What follows belongs to an exercise in optimizing a design on an open flow for small area; a production flow would make more cautious choices. Function was not checked in any run shown here: the RTL went through the layout flow alone.

### flow/run.sh
#!/bin/bash
# synth_recipe.tcl (not shown) runs the flow's synth.tcl, then flattens the netlist and writes it again
# the make line also repeats each setting of config.mk as NAME=value (left out here)
make -C /OpenROAD-flow-scripts/flow DESIGN_CONFIG=/design/flow/config.mk WORK_HOME=/design/flow/orfs CLKGATE_MAP_FILE= SYNTH_SCRIPT=/design/flow/synth_recipe.tcl finish
### flow/config.mk
export PLATFORM = sky130hd
export DESIGN_NAME = random_map_writer
export DESIGN_NICKNAME = random_map_writer
export VERILOG_FILES = /design/flow/design.v
export SDC_FILE = /design/flow/constraint.sdc
export NUM_CORES = 4
export LEC_CHECK = 0
export CAP_MARGIN = 20
export CORE_MARGIN = 2
export CORE_UTILIZATION = 40
export GPL_TIMING_DRIVEN = 0
export SLEW_MARGIN = 20
### flow/constraint.sdc
create_clock -name core_clock -period 5.0 [get_ports {clk}]
set_input_delay 1.0000 -clock core_clock [delete_from_list [all_inputs] [get_ports {clk}]]
set_output_delay 1.0000 -clock core_clock [all_outputs]
set_load 0.01 [all_outputs]
### flow/design.v
`timescale 1ns/1ps
module random_map_writer (
    input  logic        clk,
    input  logic        rst,
    input  logic        start,
    input  logic [15:0] seed,
    input  logic [4:0]  density,
    input  logic [4:0]  rd_x,
    input  logic [4:0]  rd_y,
    output logic        rd_occ,
    output logic        busy,
    output logic        done,
    output logic [9:0]  occ_count
);
    logic [9:0]  idx;
    logic [15:0] lfsr;
    logic [4:0]  dcur, dprev;
    logic        start_accept, cell_bit, row_start, seed_zero;
    logic [15:0] cp0;
    logic [15:0] cp1;
    logic [15:0] cp2;
    logic [15:0] pend;   
    assign start_accept = !busy && !done && start;
    assign cell_bit     = dcur[4] || (lfsr[3:0] < dcur[3:0]);
    assign row_start    = (idx[4:0] == 5'd0) && (idx[7:5] == '0);
    assign seed_zero    = (seed == 16'h0000);
    always_ff @(posedge clk) begin
        if (rst) begin
            busy      <= 1'b0;
            done      <= 1'b0;
            idx       <= '0;
            dcur      <= '0;
            dprev     <= '0;
            occ_count <= '0;
        end else if (start_accept) begin
            busy      <= 1'b1;
            idx       <= '0;
            dprev     <= dcur;
            dcur      <= (density > 5'd16) ? 5'd16 : density;
            occ_count <= '0;
        end else if (busy) begin
            idx       <= idx + 1'b1;
            occ_count <= occ_count + 10'(cell_bit);
            if (idx == 10'd767) begin
                busy <= 1'b0;
                done <= 1'b1;
            end
        end else begin
            done <= 1'b0;
        end
    end
    always_ff @(posedge clk) begin
        if (busy)
            lfsr <= {lfsr[14:0], lfsr[15] ^ lfsr[13] ^ lfsr[12] ^ lfsr[10]};
        else
            lfsr <= seed | (seed_zero ? 16'hACE1 : 16'h0000);
    end
    logic [4:0] prow;
    logic [9:0] idxm1;
    assign idxm1 = idx - 1'b1;
    assign prow  = idxm1[9:5] / 5'd8;
    always_ff @(posedge clk) begin
        if (busy && row_start)
            pend <= lfsr;
        if ((busy && row_start) || done) begin
            case (prow)
                0: cp0 <= pend;
                1: cp1 <= pend;
                2: cp2 <= pend;
                default: ;
            endcase
        end
    end
    logic [9:0]  k;
    logic        valid, cur, use_pend;
    logic [4:0]  rrow, ohi;
    logic [15:0] base;
    assign k        = {rd_y, rd_x};
    assign valid    = !(rd_y[4] && rd_y[3]);
    assign cur      = k < idx;
    assign rrow     = rd_y / 5'd8;
    assign ohi      = rd_y % 5'd8;
    assign use_pend = cur && (rrow == prow);
    always_comb begin
        case (rrow)
            0: base = cp0;
            1: base = cp1;
            2: base = cp2;
            default: base = cp2;
        endcase
        if (use_pend) base = pend;
    end
    logic [15:0] v0;
    logic [15:0] v0_j128;
    assign v0_j128[0] = base[0] ^ base[1] ^ base[2] ^ base[3] ^ base[4] ^ base[5] ^ base[9] ^ base[10] ^ base[11] ^ base[14];
    assign v0_j128[1] = base[1] ^ base[2] ^ base[3] ^ base[4] ^ base[5] ^ base[6] ^ base[10] ^ base[11] ^ base[12] ^ base[15];
    assign v0_j128[2] = base[0] ^ base[2] ^ base[3] ^ base[4] ^ base[5] ^ base[6] ^ base[7] ^ base[12] ^ base[14];
    assign v0_j128[3] = base[1] ^ base[3] ^ base[4] ^ base[5] ^ base[6] ^ base[7] ^ base[8] ^ base[13] ^ base[15];
    assign v0_j128[4] = base[0] ^ base[2] ^ base[4] ^ base[5] ^ base[6] ^ base[7] ^ base[8] ^ base[9] ^ base[11] ^ base[13];
    assign v0_j128[5] = base[1] ^ base[3] ^ base[5] ^ base[6] ^ base[7] ^ base[8] ^ base[9] ^ base[10] ^ base[12] ^ base[14];
    assign v0_j128[6] = base[2] ^ base[4] ^ base[6] ^ base[7] ^ base[8] ^ base[9] ^ base[10] ^ base[11] ^ base[13] ^ base[15];
    assign v0_j128[7] = base[0] ^ base[3] ^ base[5] ^ base[7] ^ base[8] ^ base[9] ^ base[10] ^ base[12] ^ base[13];
    assign v0_j128[8] = base[1] ^ base[4] ^ base[6] ^ base[8] ^ base[9] ^ base[10] ^ base[11] ^ base[13] ^ base[14];
    assign v0_j128[9] = base[2] ^ base[5] ^ base[7] ^ base[9] ^ base[10] ^ base[11] ^ base[12] ^ base[14] ^ base[15];
    assign v0_j128[10] = base[0] ^ base[3] ^ base[6] ^ base[8] ^ base[10] ^ base[12] ^ base[14] ^ base[15];
    assign v0_j128[11] = base[0] ^ base[1] ^ base[4] ^ base[7] ^ base[9] ^ base[14] ^ base[15];
    assign v0_j128[12] = base[0] ^ base[1] ^ base[2] ^ base[5] ^ base[8] ^ base[10] ^ base[11] ^ base[13] ^ base[14] ^ base[15];
    assign v0_j128[13] = base[0] ^ base[1] ^ base[2] ^ base[3] ^ base[6] ^ base[9] ^ base[12] ^ base[13] ^ base[15];
    assign v0_j128[14] = base[0] ^ base[1] ^ base[2] ^ base[3] ^ base[4] ^ base[7] ^ base[10] ^ base[11];
    assign v0_j128[15] = base[1] ^ base[2] ^ base[3] ^ base[4] ^ base[5] ^ base[8] ^ base[11] ^ base[12];
    always_comb begin
        case ({ohi[2]})
            1'd0: v0 = base;
            1'd1: v0 = v0_j128;
            default: v0 = base;
        endcase
    end
    logic [15:0] v1;
    logic [15:0] v1_j64;
    assign v1_j64[0] = v0[0] ^ v0[1] ^ v0[3] ^ v0[4] ^ v0[5] ^ v0[10] ^ v0[13] ^ v0[15];
    assign v1_j64[1] = v0[0] ^ v0[1] ^ v0[2] ^ v0[4] ^ v0[5] ^ v0[6] ^ v0[13];
    assign v1_j64[2] = v0[1] ^ v0[2] ^ v0[3] ^ v0[5] ^ v0[6] ^ v0[7] ^ v0[14];
    assign v1_j64[3] = v0[2] ^ v0[3] ^ v0[4] ^ v0[6] ^ v0[7] ^ v0[8] ^ v0[15];
    assign v1_j64[4] = v0[0] ^ v0[3] ^ v0[4] ^ v0[5] ^ v0[7] ^ v0[8] ^ v0[9] ^ v0[11] ^ v0[13] ^ v0[14];
    assign v1_j64[5] = v0[1] ^ v0[4] ^ v0[5] ^ v0[6] ^ v0[8] ^ v0[9] ^ v0[10] ^ v0[12] ^ v0[14] ^ v0[15];
    assign v1_j64[6] = v0[0] ^ v0[2] ^ v0[5] ^ v0[6] ^ v0[7] ^ v0[9] ^ v0[10] ^ v0[14] ^ v0[15];
    assign v1_j64[7] = v0[0] ^ v0[1] ^ v0[3] ^ v0[6] ^ v0[7] ^ v0[8] ^ v0[10] ^ v0[13] ^ v0[14] ^ v0[15];
    assign v1_j64[8] = v0[0] ^ v0[1] ^ v0[2] ^ v0[4] ^ v0[7] ^ v0[8] ^ v0[9] ^ v0[13] ^ v0[15];
    assign v1_j64[9] = v0[0] ^ v0[1] ^ v0[2] ^ v0[3] ^ v0[5] ^ v0[8] ^ v0[9] ^ v0[10] ^ v0[11] ^ v0[13];
    assign v1_j64[10] = v0[1] ^ v0[2] ^ v0[3] ^ v0[4] ^ v0[6] ^ v0[9] ^ v0[10] ^ v0[11] ^ v0[12] ^ v0[14];
    assign v1_j64[11] = v0[2] ^ v0[3] ^ v0[4] ^ v0[5] ^ v0[7] ^ v0[10] ^ v0[11] ^ v0[12] ^ v0[13] ^ v0[15];
    assign v1_j64[12] = v0[0] ^ v0[3] ^ v0[4] ^ v0[5] ^ v0[6] ^ v0[8] ^ v0[12];
    assign v1_j64[13] = v0[1] ^ v0[4] ^ v0[5] ^ v0[6] ^ v0[7] ^ v0[9] ^ v0[13];
    assign v1_j64[14] = v0[2] ^ v0[5] ^ v0[6] ^ v0[7] ^ v0[8] ^ v0[10] ^ v0[14];
    assign v1_j64[15] = v0[3] ^ v0[6] ^ v0[7] ^ v0[8] ^ v0[9] ^ v0[11] ^ v0[15];
    always_comb begin
        case ({ohi[1]})
            1'd0: v1 = v0;
            1'd1: v1 = v1_j64;
            default: v1 = v0;
        endcase
    end
    logic [15:0] pv;
    logic [4:0]  pohi, px;
    logic        psel, pen;
    always_ff @(posedge clk) begin
        pv   <= v1;
        pohi <= ohi;
        px   <= rd_x;
        psel <= cur && !start_accept;
        pen  <= valid && !rst;
    end
    logic [66:0] wv;   
    assign wv[0] = pv[3];
    assign wv[1] = pv[2];
    assign wv[2] = pv[1];
    assign wv[3] = pv[0];
    assign wv[4] = pv[10] ^ pv[12] ^ pv[13] ^ pv[15];
    assign wv[5] = pv[9] ^ pv[11] ^ pv[12] ^ pv[14];
    assign wv[6] = pv[8] ^ pv[10] ^ pv[11] ^ pv[13];
    assign wv[7] = pv[7] ^ pv[9] ^ pv[10] ^ pv[12];
    assign wv[8] = pv[6] ^ pv[8] ^ pv[9] ^ pv[11];
    assign wv[9] = pv[5] ^ pv[7] ^ pv[8] ^ pv[10];
    assign wv[10] = pv[4] ^ pv[6] ^ pv[7] ^ pv[9];
    assign wv[11] = pv[3] ^ pv[5] ^ pv[6] ^ pv[8];
    assign wv[12] = pv[2] ^ pv[4] ^ pv[5] ^ pv[7];
    assign wv[13] = pv[1] ^ pv[3] ^ pv[4] ^ pv[6];
    assign wv[14] = pv[0] ^ pv[2] ^ pv[3] ^ pv[5];
    assign wv[15] = pv[1] ^ pv[2] ^ pv[4] ^ pv[10] ^ pv[12] ^ pv[13] ^ pv[15];
    assign wv[16] = pv[0] ^ pv[1] ^ pv[3] ^ pv[9] ^ pv[11] ^ pv[12] ^ pv[14];
    assign wv[17] = pv[0] ^ pv[2] ^ pv[8] ^ pv[11] ^ pv[12] ^ pv[15];
    assign wv[18] = pv[1] ^ pv[7] ^ pv[11] ^ pv[12] ^ pv[13] ^ pv[14] ^ pv[15];
    assign wv[19] = pv[0] ^ pv[6] ^ pv[10] ^ pv[11] ^ pv[12] ^ pv[13] ^ pv[14];
    assign wv[20] = pv[5] ^ pv[9] ^ pv[11] ^ pv[15];
    assign wv[21] = pv[4] ^ pv[8] ^ pv[10] ^ pv[14];
    assign wv[22] = pv[3] ^ pv[7] ^ pv[9] ^ pv[13];
    assign wv[23] = pv[2] ^ pv[6] ^ pv[8] ^ pv[12];
    assign wv[24] = pv[1] ^ pv[5] ^ pv[7] ^ pv[11];
    assign wv[25] = pv[0] ^ pv[4] ^ pv[6] ^ pv[10];
    assign wv[26] = pv[3] ^ pv[5] ^ pv[9] ^ pv[10] ^ pv[12] ^ pv[13] ^ pv[15];
    assign wv[27] = pv[2] ^ pv[4] ^ pv[8] ^ pv[9] ^ pv[11] ^ pv[12] ^ pv[14];
    assign wv[28] = pv[1] ^ pv[3] ^ pv[7] ^ pv[8] ^ pv[10] ^ pv[11] ^ pv[13];
    assign wv[29] = pv[0] ^ pv[2] ^ pv[6] ^ pv[7] ^ pv[9] ^ pv[10] ^ pv[12];
    assign wv[30] = pv[1] ^ pv[5] ^ pv[6] ^ pv[8] ^ pv[9] ^ pv[10] ^ pv[11] ^ pv[12] ^ pv[13] ^ pv[15];
    assign wv[31] = pv[0] ^ pv[4] ^ pv[5] ^ pv[7] ^ pv[8] ^ pv[9] ^ pv[10] ^ pv[11] ^ pv[12] ^ pv[14];
    assign wv[32] = pv[3] ^ pv[4] ^ pv[6] ^ pv[7] ^ pv[8] ^ pv[9] ^ pv[11] ^ pv[12] ^ pv[15];
    assign wv[33] = pv[2] ^ pv[3] ^ pv[5] ^ pv[6] ^ pv[7] ^ pv[8] ^ pv[10] ^ pv[11] ^ pv[14];
    assign wv[34] = pv[1] ^ pv[2] ^ pv[4] ^ pv[5] ^ pv[6] ^ pv[7] ^ pv[9] ^ pv[10] ^ pv[13];
    assign wv[35] = pv[0] ^ pv[1] ^ pv[3] ^ pv[4] ^ pv[5] ^ pv[6] ^ pv[8] ^ pv[9] ^ pv[12];
    assign wv[36] = pv[0] ^ pv[2] ^ pv[3] ^ pv[4] ^ pv[5] ^ pv[7] ^ pv[8] ^ pv[10] ^ pv[11] ^ pv[12] ^ pv[13] ^ pv[15];
    assign wv[37] = pv[1] ^ pv[2] ^ pv[3] ^ pv[4] ^ pv[6] ^ pv[7] ^ pv[9] ^ pv[11] ^ pv[13] ^ pv[14] ^ pv[15];
    assign wv[38] = pv[0] ^ pv[1] ^ pv[2] ^ pv[3] ^ pv[5] ^ pv[6] ^ pv[8] ^ pv[10] ^ pv[12] ^ pv[13] ^ pv[14];
    assign wv[39] = pv[0] ^ pv[1] ^ pv[2] ^ pv[4] ^ pv[5] ^ pv[7] ^ pv[9] ^ pv[10] ^ pv[11] ^ pv[15];
    assign wv[40] = pv[0] ^ pv[1] ^ pv[3] ^ pv[4] ^ pv[6] ^ pv[8] ^ pv[9] ^ pv[12] ^ pv[13] ^ pv[14] ^ pv[15];
    assign wv[41] = pv[0] ^ pv[2] ^ pv[3] ^ pv[5] ^ pv[7] ^ pv[8] ^ pv[10] ^ pv[11] ^ pv[14] ^ pv[15];
    assign wv[42] = pv[1] ^ pv[2] ^ pv[4] ^ pv[6] ^ pv[7] ^ pv[9] ^ pv[12] ^ pv[14] ^ pv[15];
    assign wv[43] = pv[0] ^ pv[1] ^ pv[3] ^ pv[5] ^ pv[6] ^ pv[8] ^ pv[11] ^ pv[13] ^ pv[14];
    assign wv[44] = pv[0] ^ pv[2] ^ pv[4] ^ pv[5] ^ pv[7] ^ pv[15];
    assign wv[45] = pv[1] ^ pv[3] ^ pv[4] ^ pv[6] ^ pv[10] ^ pv[12] ^ pv[13] ^ pv[14] ^ pv[15];
    assign wv[46] = pv[0] ^ pv[2] ^ pv[3] ^ pv[5] ^ pv[9] ^ pv[11] ^ pv[12] ^ pv[13] ^ pv[14];
    assign wv[47] = pv[1] ^ pv[2] ^ pv[4] ^ pv[8] ^ pv[11] ^ pv[15];
    assign wv[48] = pv[0] ^ pv[1] ^ pv[3] ^ pv[7] ^ pv[10] ^ pv[14];
    assign wv[49] = pv[0] ^ pv[2] ^ pv[6] ^ pv[9] ^ pv[10] ^ pv[12] ^ pv[15];
    assign wv[50] = pv[1] ^ pv[5] ^ pv[8] ^ pv[9] ^ pv[10] ^ pv[11] ^ pv[12] ^ pv[13] ^ pv[14] ^ pv[15];
    assign wv[51] = pv[0] ^ pv[4] ^ pv[7] ^ pv[8] ^ pv[9] ^ pv[10] ^ pv[11] ^ pv[12] ^ pv[13] ^ pv[14];
    assign wv[52] = pv[3] ^ pv[6] ^ pv[7] ^ pv[8] ^ pv[9] ^ pv[11] ^ pv[15];
    assign wv[53] = pv[2] ^ pv[5] ^ pv[6] ^ pv[7] ^ pv[8] ^ pv[10] ^ pv[14];
    assign wv[54] = pv[1] ^ pv[4] ^ pv[5] ^ pv[6] ^ pv[7] ^ pv[9] ^ pv[13];
    assign wv[55] = pv[0] ^ pv[3] ^ pv[4] ^ pv[5] ^ pv[6] ^ pv[8] ^ pv[12];
    assign wv[56] = pv[2] ^ pv[3] ^ pv[4] ^ pv[5] ^ pv[7] ^ pv[10] ^ pv[11] ^ pv[12] ^ pv[13] ^ pv[15];
    assign wv[57] = pv[1] ^ pv[2] ^ pv[3] ^ pv[4] ^ pv[6] ^ pv[9] ^ pv[10] ^ pv[11] ^ pv[12] ^ pv[14];
    assign wv[58] = pv[0] ^ pv[1] ^ pv[2] ^ pv[3] ^ pv[5] ^ pv[8] ^ pv[9] ^ pv[10] ^ pv[11] ^ pv[13];
    assign wv[59] = pv[0] ^ pv[1] ^ pv[2] ^ pv[4] ^ pv[7] ^ pv[8] ^ pv[9] ^ pv[13] ^ pv[15];
    assign wv[60] = pv[0] ^ pv[1] ^ pv[3] ^ pv[6] ^ pv[7] ^ pv[8] ^ pv[10] ^ pv[13] ^ pv[14] ^ pv[15];
    assign wv[61] = pv[0] ^ pv[2] ^ pv[5] ^ pv[6] ^ pv[7] ^ pv[9] ^ pv[10] ^ pv[14] ^ pv[15];
    assign wv[62] = pv[1] ^ pv[4] ^ pv[5] ^ pv[6] ^ pv[8] ^ pv[9] ^ pv[10] ^ pv[12] ^ pv[14] ^ pv[15];
    assign wv[63] = pv[0] ^ pv[3] ^ pv[4] ^ pv[5] ^ pv[7] ^ pv[8] ^ pv[9] ^ pv[11] ^ pv[13] ^ pv[14];
    assign wv[64] = pv[2] ^ pv[3] ^ pv[4] ^ pv[6] ^ pv[7] ^ pv[8] ^ pv[15];
    assign wv[65] = pv[1] ^ pv[2] ^ pv[3] ^ pv[5] ^ pv[6] ^ pv[7] ^ pv[14];
    assign wv[66] = pv[0] ^ pv[1] ^ pv[2] ^ pv[4] ^ pv[5] ^ pv[6] ^ pv[13];
    logic [66:0] ws;
    assign ws = wv >> {pohi[0:0], px};
    logic [3:0] nib;
    assign nib = {ws[0], ws[1], ws[2], ws[3]};
    logic [4:0] pd;
    assign pd = psel ? dcur : dprev;
    logic [3:0] lt;
    assign lt[0] = pd[0] & ~nib[0];
    assign lt[1] = pd[1] ? (~nib[1] | lt[0]) : (~nib[1] & lt[0]);
    assign lt[2] = pd[2] ? (~nib[2] | lt[1]) : (~nib[2] & lt[1]);
    assign lt[3] = pd[3] ? (~nib[3] | lt[2]) : (~nib[3] & lt[2]);
    assign rd_occ = pen && (pd[4] || lt[3]);
endmodule
==> reports/summary.md, run 1 <==
The worst slack on hold paths was 0.437 ns. STA classifies the critical path startpoint as a register. Dominant register cell in the synthesized netlist: sky130_fd_sc_hd__dfxtp_1. By count the netlist is led by sky130_fd_sc_hd__xnor2_1, sky130_fd_sc_hd__xor2_1, sky130_fd_sc_hd__a21oi_1, sky130_fd_sc_hd__nor2_1. The largest fanout on the critical path is 3.

Setup repair after global routing could not meet its margin everywhere. The first global-routing pass estimated 54100 um of wire.

The total global routing overflow is 0, and the post-synthesis to final-layout area growth is 27.9%. TritonCTS built the clock tree. The number of different library cells used by synthesis comes to 71.

At the worst endpoint, the arrival time is 4.03 ns. Category of the critical setup timing path: reg -> out. Timing would allow up to 199 MHz. The routed design could run at a clock period as short as 5.03 ns.

By instance count, the leading cell after synthesis is sky130_fd_sc_hd__xnor2_1. The share of the clock period used by the worst path after layout is 101%. Counting every net in the synthesized netlist gives 1226. In this run the count of I/O pins placed on the die edge is 47. The run gives 0.0128 mm^2 as the post-placement cell area.

The number of cells traversed by the worst hold path is 0. The tools report the total inserted antenna cells as 0. Final setup violation count: 1. After synthesis, the cell types taking the most area are sky130_fd_sc_hd__xnor2_1, sky130_fd_sc_hd__edfxtp_1, sky130_fd_sc_hd__dfxtp_1. Summing every instance area after synthesis gives 0.0118 mm^2. The flow ran to the end, but the layout failed its checks.

The proportion of layout cells with a drive suffix above 1 works out to 26.8%. Counting the buffers created by CTS gives 17. The global placement routability congestion was 0.945. The final hold violation count is 0, and the initial antenna violation count is 0. The nature of the critical path endpoint was an output port.

The critical path data required time is 4.00 ns, and the buffer levels on the longest clock path is 2. The startpoint identified for the worst register-to-register timing path is idx[3]$_SDFFE_PP0P_. The number of placed instances, taps included, is 1612. Summing all flip-flop and latch instances after layout gives 0.00338 mm^2. Clock tree synthesis found a total of 136 sinks.

Of the synthesized area, sequential elements account for 28.4%. Walking the worst path, the cells encountered are buf_12 > xnor2_4 > xnor3_1 > xor2_2 > xnor2_2 > mux2_4 > mux4_2 > nand2_1 > o211ai_1 > o21ai_1 > a22oi_2 > maj3_2 > maj3_2 > a21oi_2 > buf_2. For the worst-skew pair, the clock arrives at the later sink with an insertion delay of 0.42 ns. Prior to clock tree synthesis, the placed netlist has a worst setup slack of -0.937 ns. For the final database, setup skew stands at 0.0148 ns. In this run, synthesis produced a sequential element count of 136. Most numerous cell on the critical path: sky130_fd_sc_hd__maj3_2.

The run gives 43.4% as the headroom to the max-slew limit. For the level count of the clock H-tree, the log shows 4. The full die area is 0.0310 mm^2. For the placed wire-length estimate, the log shows 25700 um. The horizontal extent of the die works out to 176 um. Share of flip-flops with an asynchronous set or reset after synthesis: 0%.

The average instance in the mapped netlist occupies 10.1 um^2. In this run the vertical extent of the chip is 176 um. The count of cells along the worst register-to-register path works out to 17.

Type of the tightest min-delay check: reg -> reg. The global router's overall resource usage came out at 22.7%. The initial utilization of the core area, before any placement, comes to 40.3%.

In this run, synthesis inferred 64 flip-flops with an integrated enable. The layout checks failed on setup timing. The average detailed-routed wire length per instance works out to 20.7 um.

CTS placed an instance of sky130_fd_sc_hd__clkbuf_16 at the clock tree root. Clock-pin slew was measured on the worst setup and hold paths at 0.06 ns. The setup slack of the critical path after layout was -0.0266 ns. Dividing the detail-routed via count by the number of cells gives 5.41.

The first routing iteration left 771 violations. After routing the design area is 0.0151 mm^2. On the critical path, the stage with the largest delay is an instance of sky130_fd_sc_hd__mux4_2.

The number of design rule violations left after detail routing was 0; the count of input and output buffers was 46. The finished layout holds 1709 standard cells, fillers aside. The share of the core filled with cells is 51.5%, and the transition time of the tightest slew-check pin is 0.848 ns. The tool flagged a number of max-cap violations equal to 0. The synthesized design devotes to its leading area cell type 17.3% of total area.

The worst stage delay on the critical path is 0.49 ns. The largest net degree at the start of global routing came out at 18. Tracing the worst setup path back leads to its startpoint at pv[7]$_DFF_P_. The tools report the total negative setup slack as -0.0266 ns. The routed layout has 9241 vias. Once detail routing completed, the nets flagged for antenna violations numbered 0.

For the length of the first detailed-routing pass in iterations, the log shows 5. The net count of the finished layout is 1356. Number of max-slew violations in the final report: 0. The startpoint identified for the worst hold timing path is lfsr[4]$_DFF_P_. The run gives 0.00905 mm^2 as the area taken by multi-input logic gates.

The number of global-route vias before repair is 9290, and the number of warnings printed during yosys synthesis is 1. After filler insertion, the fill cell instance count of the layout stands at 2533. The logs give 1176 for the gate count after technology mapping and 63 for the count of standard-cell rows. The largest total area in the synthesized netlist belongs to sky130_fd_sc_hd__xnor2_1. The total length of routed wires is 35500 um, and the core outline area is 0.0294 mm^2.
## what timing repair did
item / CTS / global route
buffers inserted: 24 / 45
gates resized for setup: 136 / 79
pin swaps: 20 / 27
cloned: 0 / 1
hold endpoints to repair: 0 / 0
hold buffers: 0 / 0
endpoints found under the setup margin: 10 / 14
## layout make-up
type,count,area share [%]
buffer,72,3.24
clock buffer,17,2.81
clock inverter,15,0.884
inverter,28,0.694
multi-input combinational,935,59.7
sequential,136,22.3
tap,390,3.22
timing repair buffer,116,7.10
## critical path: cells and delay by family, from the launching register on
family | cells | cell delay [ns]
flip-flops | 1 | 0.33
AO/OA/AOI/OAI | 4 | 0.44
multiplexers | 2 | 0.79
XOR/XNOR | 4 | 1.05
adder cells (fa/ha/maj) | 2 | 0.63
buffers and inverters | 2 | 0.28
AND/OR/NAND/NOR | 1 | 0.09
## logic make-up (layout without fill, tap and decap cells)
family	count (synthesis)	count (layout)	synth area share (%)
compound gates	214	214	11.7
xor+xnor	364	364	31.1
fa+ha+maj	18	18	1.86
buf+inv	105	248	3.98
flops	136	136	28.4
mux	122	122	14.3
simple gates	217	217	8.65
## layout by cell type (no fill, tap or decap), types with 10 or more instances in the layout
cell type / netlist / final
sky130_fd_sc_hd__a211oi_1: 16 / 13
sky130_fd_sc_hd__a21oi_1: 75 / 68
sky130_fd_sc_hd__buf_12: 0 / 10
sky130_fd_sc_hd__buf_4: 5 / 66
sky130_fd_sc_hd__buf_6: 3 / 11
sky130_fd_sc_hd__clkbuf_1: 42 / 29
sky130_fd_sc_hd__clkbuf_16: 0 / 17
sky130_fd_sc_hd__clkdlybuf4s50_1: 0 / 44
sky130_fd_sc_hd__dfxtp_1: 72 / 64
sky130_fd_sc_hd__edfxtp_1: 64 / 64
sky130_fd_sc_hd__ha_1: 16 / 16
sky130_fd_sc_hd__inv_1: 27 / 27
sky130_fd_sc_hd__mux2_2: 29 / 28
sky130_fd_sc_hd__mux2i_1: 53 / 48
sky130_fd_sc_hd__mux2i_4: 7 / 12
sky130_fd_sc_hd__mux4_2: 26 / 26
sky130_fd_sc_hd__nand2_1: 72 / 72
sky130_fd_sc_hd__nand3_1: 11 / 11
sky130_fd_sc_hd__nor2_1: 73 / 68
sky130_fd_sc_hd__nor3_1: 16 / 11
sky130_fd_sc_hd__o211ai_1: 23 / 23
sky130_fd_sc_hd__o21ai_0: 44 / 36
sky130_fd_sc_hd__o21ai_1: 5 / 11
sky130_fd_sc_hd__xnor2_1: 234 / 186
sky130_fd_sc_hd__xnor2_2: 6 / 32
sky130_fd_sc_hd__xnor2_4: 2 / 24
sky130_fd_sc_hd__xnor3_1: 20 / 16
sky130_fd_sc_hd__xor2_1: 91 / 70
sky130_fd_sc_hd__xor2_2: 4 / 19
## sequential cells by signal, summed over array words and instances (netlist names)
signal     cells
cp0           16
cp1           16
cp2           16
lfsr          16
pend          16
pv            16
idx           10
occ_count     10
dcur           5
dprev          5
px             5
busy           1
done           1
pen            1
pohi           1
psel           1
## routing by layer
metal	GRT usage (%)	part of all wire, %	up-vias
met4	7.78	3.0	0
met2	36.8	47	343
met3	3.08	5.9	74
met5	0	0	-
li1	-	-	4365
met1	31.3	44	4459
## worst paths after layout
| path | endpoint | slack, ns |
|---|---|---|
| setup / recovery | rd_occ | -0.03 |
| hold / removal | pend[4]$_DFFE_PP_ | 0.44 |
| setup reg to reg | pv[4]$_DFF_P_ | 0.65 |
| hold reg to reg | pend[4]$_DFFE_PP_ | 0.44 |
==> inputs of run 2 (changes only) <==
--- a/flow/design.v
+++ b/flow/design.v
@@ -140,17 +140,42 @@
             default: v1 = v0;
         endcase
     end
+    logic [15:0] v2;
+    logic [15:0] v2_j32;
+    assign v2_j32[0] = v1[0] ^ v1[1] ^ v1[3] ^ v1[4] ^ v1[5] ^ v1[6] ^ v1[8] ^ v1[9] ^ v1[12];
+    assign v2_j32[1] = v1[1] ^ v1[2] ^ v1[4] ^ v1[5] ^ v1[6] ^ v1[7] ^ v1[9] ^ v1[10] ^ v1[13];
+    assign v2_j32[2] = v1[2] ^ v1[3] ^ v1[5] ^ v1[6] ^ v1[7] ^ v1[8] ^ v1[10] ^ v1[11] ^ v1[14];
+    assign v2_j32[3] = v1[3] ^ v1[4] ^ v1[6] ^ v1[7] ^ v1[8] ^ v1[9] ^ v1[11] ^ v1[12] ^ v1[15];
+    assign v2_j32[4] = v1[0] ^ v1[4] ^ v1[5] ^ v1[7] ^ v1[8] ^ v1[9] ^ v1[10] ^ v1[11] ^ v1[12] ^ v1[14];
+    assign v2_j32[5] = v1[1] ^ v1[5] ^ v1[6] ^ v1[8] ^ v1[9] ^ v1[10] ^ v1[11] ^ v1[12] ^ v1[13] ^ v1[15];
+    assign v2_j32[6] = v1[0] ^ v1[2] ^ v1[6] ^ v1[7] ^ v1[9] ^ v1[10] ^ v1[12];
+    assign v2_j32[7] = v1[1] ^ v1[3] ^ v1[7] ^ v1[8] ^ v1[10] ^ v1[11] ^ v1[13];
+    assign v2_j32[8] = v1[2] ^ v1[4] ^ v1[8] ^ v1[9] ^ v1[11] ^ v1[12] ^ v1[14];
+    assign v2_j32[9] = v1[3] ^ v1[5] ^ v1[9] ^ v1[10] ^ v1[12] ^ v1[13] ^ v1[15];
+    assign v2_j32[10] = v1[0] ^ v1[4] ^ v1[6] ^ v1[10];
+    assign v2_j32[11] = v1[1] ^ v1[5] ^ v1[7] ^ v1[11];
+    assign v2_j32[12] = v1[2] ^ v1[6] ^ v1[8] ^ v1[12];
+    assign v2_j32[13] = v1[3] ^ v1[7] ^ v1[9] ^ v1[13];
+    assign v2_j32[14] = v1[4] ^ v1[8] ^ v1[10] ^ v1[14];
+    assign v2_j32[15] = v1[5] ^ v1[9] ^ v1[11] ^ v1[15];
+    always_comb begin
+        case ({ohi[0]})
+            1'd0: v2 = v1;
+            1'd1: v2 = v2_j32;
+            default: v2 = v1;
+        endcase
+    end
     logic [15:0] pv;
     logic [4:0]  pohi, px;
     logic        psel, pen;
     always_ff @(posedge clk) begin
-        pv   <= v1;
+        pv   <= v2;
         pohi <= ohi;
         px   <= rd_x;
         psel <= cur && !start_accept;
         pen  <= valid && !rst;
     end
-    logic [66:0] wv;   
+    logic [34:0] wv;   
     assign wv[0] = pv[3];
     assign wv[1] = pv[2];
     assign wv[2] = pv[1];
@@ -186,40 +211,8 @@
     assign wv[32] = pv[3] ^ pv[4] ^ pv[6] ^ pv[7] ^ pv[8] ^ pv[9] ^ pv[11] ^ pv[12] ^ pv[15];
     assign wv[33] = pv[2] ^ pv[3] ^ pv[5] ^ pv[6] ^ pv[7] ^ pv[8] ^ pv[10] ^ pv[11] ^ pv[14];
     assign wv[34] = pv[1] ^ pv[2] ^ pv[4] ^ pv[5] ^ pv[6] ^ pv[7] ^ pv[9] ^ pv[10] ^ pv[13];
-    assign wv[35] = pv[0] ^ pv[1] ^ pv[3] ^ pv[4] ^ pv[5] ^ pv[6] ^ pv[8] ^ pv[9] ^ pv[12];
-    assign wv[36] = pv[0] ^ pv[2] ^ pv[3] ^ pv[4] ^ pv[5] ^ pv[7] ^ pv[8] ^ pv[10] ^ pv[11] ^ pv[12] ^ pv[13] ^ pv[15];
-    assign wv[37] = pv[1] ^ pv[2] ^ pv[3] ^ pv[4] ^ pv[6] ^ pv[7] ^ pv[9] ^ pv[11] ^ pv[13] ^ pv[14] ^ pv[15];
-    assign wv[38] = pv[0] ^ pv[1] ^ pv[2] ^ pv[3] ^ pv[5] ^ pv[6] ^ pv[8] ^ pv[10] ^ pv[12] ^ pv[13] ^ pv[14];
-    assign wv[39] = pv[0] ^ pv[1] ^ pv[2] ^ pv[4] ^ pv[5] ^ pv[7] ^ pv[9] ^ pv[10] ^ pv[11] ^ pv[15];
-    assign wv[40] = pv[0] ^ pv[1] ^ pv[3] ^ pv[4] ^ pv[6] ^ pv[8] ^ pv[9] ^ pv[12] ^ pv[13] ^ pv[14] ^ pv[15];
-    assign wv[41] = pv[0] ^ pv[2] ^ pv[3] ^ pv[5] ^ pv[7] ^ pv[8] ^ pv[10] ^ pv[11] ^ pv[14] ^ pv[15];
-    assign wv[42] = pv[1] ^ pv[2] ^ pv[4] ^ pv[6] ^ pv[7] ^ pv[9] ^ pv[12] ^ pv[14] ^ pv[15];
-    assign wv[43] = pv[0] ^ pv[1] ^ pv[3] ^ pv[5] ^ pv[6] ^ pv[8] ^ pv[11] ^ pv[13] ^ pv[14];
-    assign wv[44] = pv[0] ^ pv[2] ^ pv[4] ^ pv[5] ^ pv[7] ^ pv[15];
-    assign wv[45] = pv[1] ^ pv[3] ^ pv[4] ^ pv[6] ^ pv[10] ^ pv[12] ^ pv[13] ^ pv[14] ^ pv[15];
-    assign wv[46] = pv[0] ^ pv[2] ^ pv[3] ^ pv[5] ^ pv[9] ^ pv[11] ^ pv[12] ^ pv[13] ^ pv[14];
-    assign wv[47] = pv[1] ^ pv[2] ^ pv[4] ^ pv[8] ^ pv[11] ^ pv[15];
-    assign wv[48] = pv[0] ^ pv[1] ^ pv[3] ^ pv[7] ^ pv[10] ^ pv[14];
-    assign wv[49] = pv[0] ^ pv[2] ^ pv[6] ^ pv[9] ^ pv[10] ^ pv[12] ^ pv[15];
-    assign wv[50] = pv[1] ^ pv[5] ^ pv[8] ^ pv[9] ^ pv[10] ^ pv[11] ^ pv[12] ^ pv[13] ^ pv[14] ^ pv[15];
-    assign wv[51] = pv[0] ^ pv[4] ^ pv[7] ^ pv[8] ^ pv[9] ^ pv[10] ^ pv[11] ^ pv[12] ^ pv[13] ^ pv[14];
-    assign wv[52] = pv[3] ^ pv[6] ^ pv[7] ^ pv[8] ^ pv[9] ^ pv[11] ^ pv[15];
-    assign wv[53] = pv[2] ^ pv[5] ^ pv[6] ^ pv[7] ^ pv[8] ^ pv[10] ^ pv[14];
-    assign wv[54] = pv[1] ^ pv[4] ^ pv[5] ^ pv[6] ^ pv[7] ^ pv[9] ^ pv[13];
-    assign wv[55] = pv[0] ^ pv[3] ^ pv[4] ^ pv[5] ^ pv[6] ^ pv[8] ^ pv[12];
-    assign wv[56] = pv[2] ^ pv[3] ^ pv[4] ^ pv[5] ^ pv[7] ^ pv[10] ^ pv[11] ^ pv[12] ^ pv[13] ^ pv[15];
-    assign wv[57] = pv[1] ^ pv[2] ^ pv[3] ^ pv[4] ^ pv[6] ^ pv[9] ^ pv[10] ^ pv[11] ^ pv[12] ^ pv[14];
-    assign wv[58] = pv[0] ^ pv[1] ^ pv[2] ^ pv[3] ^ pv[5] ^ pv[8] ^ pv[9] ^ pv[10] ^ pv[11] ^ pv[13];
-    assign wv[59] = pv[0] ^ pv[1] ^ pv[2] ^ pv[4] ^ pv[7] ^ pv[8] ^ pv[9] ^ pv[13] ^ pv[15];
-    assign wv[60] = pv[0] ^ pv[1] ^ pv[3] ^ pv[6] ^ pv[7] ^ pv[8] ^ pv[10] ^ pv[13] ^ pv[14] ^ pv[15];
-    assign wv[61] = pv[0] ^ pv[2] ^ pv[5] ^ pv[6] ^ pv[7] ^ pv[9] ^ pv[10] ^ pv[14] ^ pv[15];
-    assign wv[62] = pv[1] ^ pv[4] ^ pv[5] ^ pv[6] ^ pv[8] ^ pv[9] ^ pv[10] ^ pv[12] ^ pv[14] ^ pv[15];
-    assign wv[63] = pv[0] ^ pv[3] ^ pv[4] ^ pv[5] ^ pv[7] ^ pv[8] ^ pv[9] ^ pv[11] ^ pv[13] ^ pv[14];
-    assign wv[64] = pv[2] ^ pv[3] ^ pv[4] ^ pv[6] ^ pv[7] ^ pv[8] ^ pv[15];
-    assign wv[65] = pv[1] ^ pv[2] ^ pv[3] ^ pv[5] ^ pv[6] ^ pv[7] ^ pv[14];
-    assign wv[66] = pv[0] ^ pv[1] ^ pv[2] ^ pv[4] ^ pv[5] ^ pv[6] ^ pv[13];
-    logic [66:0] ws;
-    assign ws = wv >> {pohi[0:0], px};
+    logic [34:0] ws;
+    assign ws = wv >> px;
     logic [3:0] nib;
     assign nib = {ws[0], ws[1], ws[2], ws[3]};
     logic [4:0] pd;
==> run 2 against run 1 <==
Effect of this change:
- still fails the layout checks on setup timing
- global-route usage shrank 2.0 points
- synthesized area down 8.3%
- utilization grew 3.3 points
- setup slack lost 0.32 ns
- register-to-register slack worse by 0.75 ns
- count of clock-buffer cells in the layout increased by 1
- critical path depth grew 6
- sequential cell count shrank 1
- via count shrank 13%
- critical path type is now in -> reg
- largest cell class unchanged
==> reports/summary.md, run 2 <==
The flow ran to the end, but the layout failed its checks. A clean result was blocked by setup timing. Dividing the detail-routed wire length by the instance count gives 18.9 um.

The post-route minimum period is 5.35 ns, and the buffer levels on the longest clock path is 2. For this run, design rule violations remaining after detail routing come to 0. Setup slack on the worst reg-to-reg path comes out at -0.10 ns. Yosys mapped a number of flops with a built-in enable equal to 64.

Detailed routing inserted a total of 8073 vias. For the worst setup path, the data required time is 5.33 ns. Sequential cells were found to cover 30.8% of the synthesized design area. Among all cell types in the netlist, the one instantiated most often is sky130_fd_sc_hd__xnor2_1. Total inserted antenna cells: 0.

The commonest cells after synthesis are sky130_fd_sc_hd__xnor2_1, sky130_fd_sc_hd__xor2_1, sky130_fd_sc_hd__nand2_1, sky130_fd_sc_hd__dfxtp_1, sky130_fd_sc_hd__edfxtp_1. The later pin in the worst-skew pair is clocked with a latency of 0.43 ns. In the synthesized netlist the async set-or-reset flop fraction comes to 0%.

For the pin with the worst max-slew slack, the measured transition is 0.915 ns. After technology mapping, the gate count stands at 1028. Final instance count without filler cells: 1569.

By area the synthesized netlist is led by sky130_fd_sc_hd__xnor2_1, sky130_fd_sc_hd__edfxtp_1, sky130_fd_sc_hd__dfxtp_1. The top achievable clock speed was 187 MHz; the detail-routed via count per cell was 5.15. The wire-length estimate of the detail-placed layout is 20900 um. The tools report the type of origin of the critical path as a primary input. Clock tree synthesis found a total of 135 sinks. The first global-routing pass estimated 45300 um of wire.

The floorplan has 60 rows. The most critical setup path has its startpoint at rd_y[3]. In the finished design, the share of the clock period the worst path needs comes to 107%.

Including well taps, the total number of placed cells is 1417. Across the routed clock network, the largest skew measured is 0.0187 ns.

Setup violations remaining at the end of the flow were counted as 13. Wires add up to 29700 um. The pre-CTS setup slack was -1.60 ns; the number of warnings printed during yosys synthesis was 1. Leaving out fill and tap cells, the most frequent cells in the layout are sky130_fd_sc_hd__xnor2_1, sky130_fd_sc_hd__buf_4, sky130_fd_sc_hd__nand2_1. Cells with a size suffix above 1 make up 31.5% of the layout. The run gives 0.00818 mm^2 as the area taken by multi-input logic gates. The category of the critical setup timing path was in -> reg. The tools report the nature of the critical path endpoint as a register. Among all flip-flop cells after synthesis, the most frequent one is sky130_fd_sc_hd__dfxtp_1.

Counting every net in the synthesized netlist gives 1078. The min-delay analysis places its worst path in the category reg -> reg. The tools report the global placement routability congestion as 0.895.

After floorplanning, the core was sized to cover 0.0268 mm^2. The tools report the first-iteration detailed-routing DRC count as 420. The worst register-to-register path begins at idx[2]$_SDFFE_PP0P_. Post-synthesis cell type count: 63.

TritonCTS built the clock tree. The reported max-cap violation count was 0; the setup slack of the critical path after layout was -0.347 ns. In this run the count of I/O pins placed on the die edge is 47. In the final layout, flip-flops and latches occupy 0.00337 mm^2.

The source of the worst hold timing path is lfsr[11]$_DFF_P_. For this run, the total global-route usage over all layers was measured as 20.8%. The post-synthesis average cell area is 10.6 um^2, and the post-synthesis to final-layout area growth is 35.2%.

The run gives 0 as the number of routed nets with antenna violations. Measured along the y axis, the die boundary spans 169 um. Measured along the x axis, the die boundary spans 169 um.

CTS built an H-tree with a depth of 4. The register bit total from synthesis came out at 135. The number of max-slew violations in the final report was 0. Setup repair after global routing could not meet its margin everywhere. In this run the biggest area consumer among cell types represents 18.9% of the synthesized area.

The count of input and output buffers is 46. The run gives 8275 as the number of global-route vias before repair. The tools report the final hold violation count as 0. The initial antenna violation count is 0, and the cts-stage hold buffer count is 0. The full die area came out at 0.0285 mm^2. Measured against its own limit, the worst slew margin works out to 38.9%. STA puts the critical path data arrival time at 5.68 ns. Once the floorplan was initialized, standard cells occupied 40.5% of the core. Entering global routing, the biggest net connects 18 pins. The dominant cell type by area after synthesis was sky130_fd_sc_hd__xnor2_1. Before antenna repair, the detailed router went through 4 iterations.

The mapped netlist covers 0.0109 mm^2. In this run the worst path has a maximum fanout of 7. In this run, CTS created clock tree buffers numbering 17.

After clock tree synthesis, the clock-pin slew on the worst setup and hold paths is 0.06 ns. The filler cells instantiated in the layout total 2222. The final-stage net count came out at 1265. Leaving out fill and tap cells, the most frequent cell in the layout is sky130_fd_sc_hd__xnor2_1.

For this run the aggregate overflow at the end of global routing stands at 0. The tools report the buffer cell driving the clock tree root as sky130_fd_sc_hd__clkbuf_16.
-- run 2: changes by cell type in the layout (fill, tap and decap cells not counted), moves of 9 or more --
cell | previous run | this run
sky130_fd_sc_hd__buf_4 | 66 | 94
sky130_fd_sc_hd__a21oi_1 | 68 | 44
sky130_fd_sc_hd__mux2i_1 | 48 | 27
sky130_fd_sc_hd__mux2_2 | 28 | 13
sky130_fd_sc_hd__o211ai_1 | 23 | 8
sky130_fd_sc_hd__buf_6 | 11 | 25
sky130_fd_sc_hd__nor2_1 | 68 | 56
sky130_fd_sc_hd__o21ai_0 | 36 | 24
sky130_fd_sc_hd__o21ai_1 | 11 | 2
sky130_fd_sc_hd__xnor2_2 | 32 | 41
-- run 2: stage by stage --
stage                     utilization, %  hold slack, ns  instance area (um^2)  TNS, ns
final                               54.8           0.433                 14700    -2.27
after global routing                54.8           0.445                 14700    -3.74
after CTS                           52.1           0.429                 14000    -1.32
after detailed placement            44.5           0.414                 11900   -23.02
after global placement              44.4           0.413                 11900   -22.97
after floorplan                        -           0.403                 11000    -1.80
-- run 2: cells by family (layout without fill, tap and decap cells) --
kind of cell               count (synthesis)  count (layout)  share of synthesized area [%]
xor gates and xnor gates                 374             374                           35.9
DFF                                      135             135                           30.8
buffers and inverters                     92             292                           3.72
muxes                                     89              89                           12.3
and+or+nand+nor                          199             199                           8.27
adders and majority gates                 18              18                           2.03
AOI/OAI and AO/OA                        121             121                           7.01
-- run 2: worst max-delay path: stages --
cell,delay (ns)
sky130_fd_sc_hd__buf_8,0.10
sky130_fd_sc_hd__buf_12,0.14
sky130_fd_sc_hd__buf_8,0.13
sky130_fd_sc_hd__mux2_4,0.30
sky130_fd_sc_hd__mux2i_4,0.20
sky130_fd_sc_hd__buf_6,0.18
sky130_fd_sc_hd__xnor2_4,0.13
sky130_fd_sc_hd__xnor3_1,0.40
sky130_fd_sc_hd__xnor2_1,0.16
sky130_fd_sc_hd__mux4_2,0.58
sky130_fd_sc_hd__buf_6,0.18
sky130_fd_sc_hd__xor2_4,0.19
sky130_fd_sc_hd__xnor2_2,0.16
sky130_fd_sc_hd__xnor3_2,0.29
sky130_fd_sc_hd__nand2_4,0.08
sky130_fd_sc_hd__xor2_2,0.20
sky130_fd_sc_hd__xnor2_2,0.28
sky130_fd_sc_hd__xor2_1,0.25
sky130_fd_sc_hd__xnor3_1,0.44
sky130_fd_sc_hd__nand2_1,0.09
sky130_fd_sc_hd__xor2_1,0.17
-- run 2: final timing paths --
| kind | end | cells past startpoint |
|---|---|---|
| worst max-delay path | pv[2]$_DFF_P_ | 21 |
| worst min-delay path | pend[11]$_DFFE_PP_ | 0 |
| worst max register to register | pv[2]$_DFF_P_ | 18 |
| worst min register to register | pend[11]$_DFFE_PP_ | 0 |
-- run 2: area by class of cell --
| type | count | area share [%] |
|---|---|---|
| multi-input combinational | 801 | 55.7 |
| sequential | 135 | 22.9 |
| timing repair buffer | 180 | 11.9 |
| clock buffer | 18 | 2.92 |
| tap | 341 | 2.91 |
| buffer | 46 | 1.90 |
| clock inverter | 14 | 0.869 |
| inverter | 34 | 0.869 |
-- run 2: routing by layer --
metal  vias to the layer above  GRT usage (%)  routed length (um)
met1                      3942           25.8               12600
li1                       3877              -                   -
met3                        45           2.97                1010
met4                         0           6.52                 626
met2                       209           37.3               15500
met5                         -              0                   0
-- run 2: what timing repair did --
item,in CTS,in global routing
resized for setup,128,82
setup buffers,99,31
pin swaps,50,39
cloned,1,2
setup endpoints to repair,17,16

==> static timing again, ports no longer ideal <==
How much do the figures lean on ideal ports? The routed layouts below were timed once more, with nothing changed but the port constraints. Step 1 sets driving cells, clkbuf_16 on the clock port and buf_2 on the other inputs (assumed; they add their load-dependent delay and slew). Step 2 moves the port delays by t, midway between the first and last clock arrival at a register: inputs arrive t later, outputs are due t later. That takes back most of the time a late clock gives input paths. Slacks: ideal / step 1 / step 2; pairs: ideal / step 1.
run | t (ns) | setup slack, ns | worst hold slack (ns)
run 1 | 0.468 | -0.027 / -0.078 / -0.322 | 0.437 / 0.437 / 0.437
run 2 | 0.470 | -0.347 / -0.356 / -0.825 | 0.433 / 0.433 / 0.433
The setup slack of run 2, which loses most, moves by -0.009 ns with the drivers and by -0.478 ns with both steps.
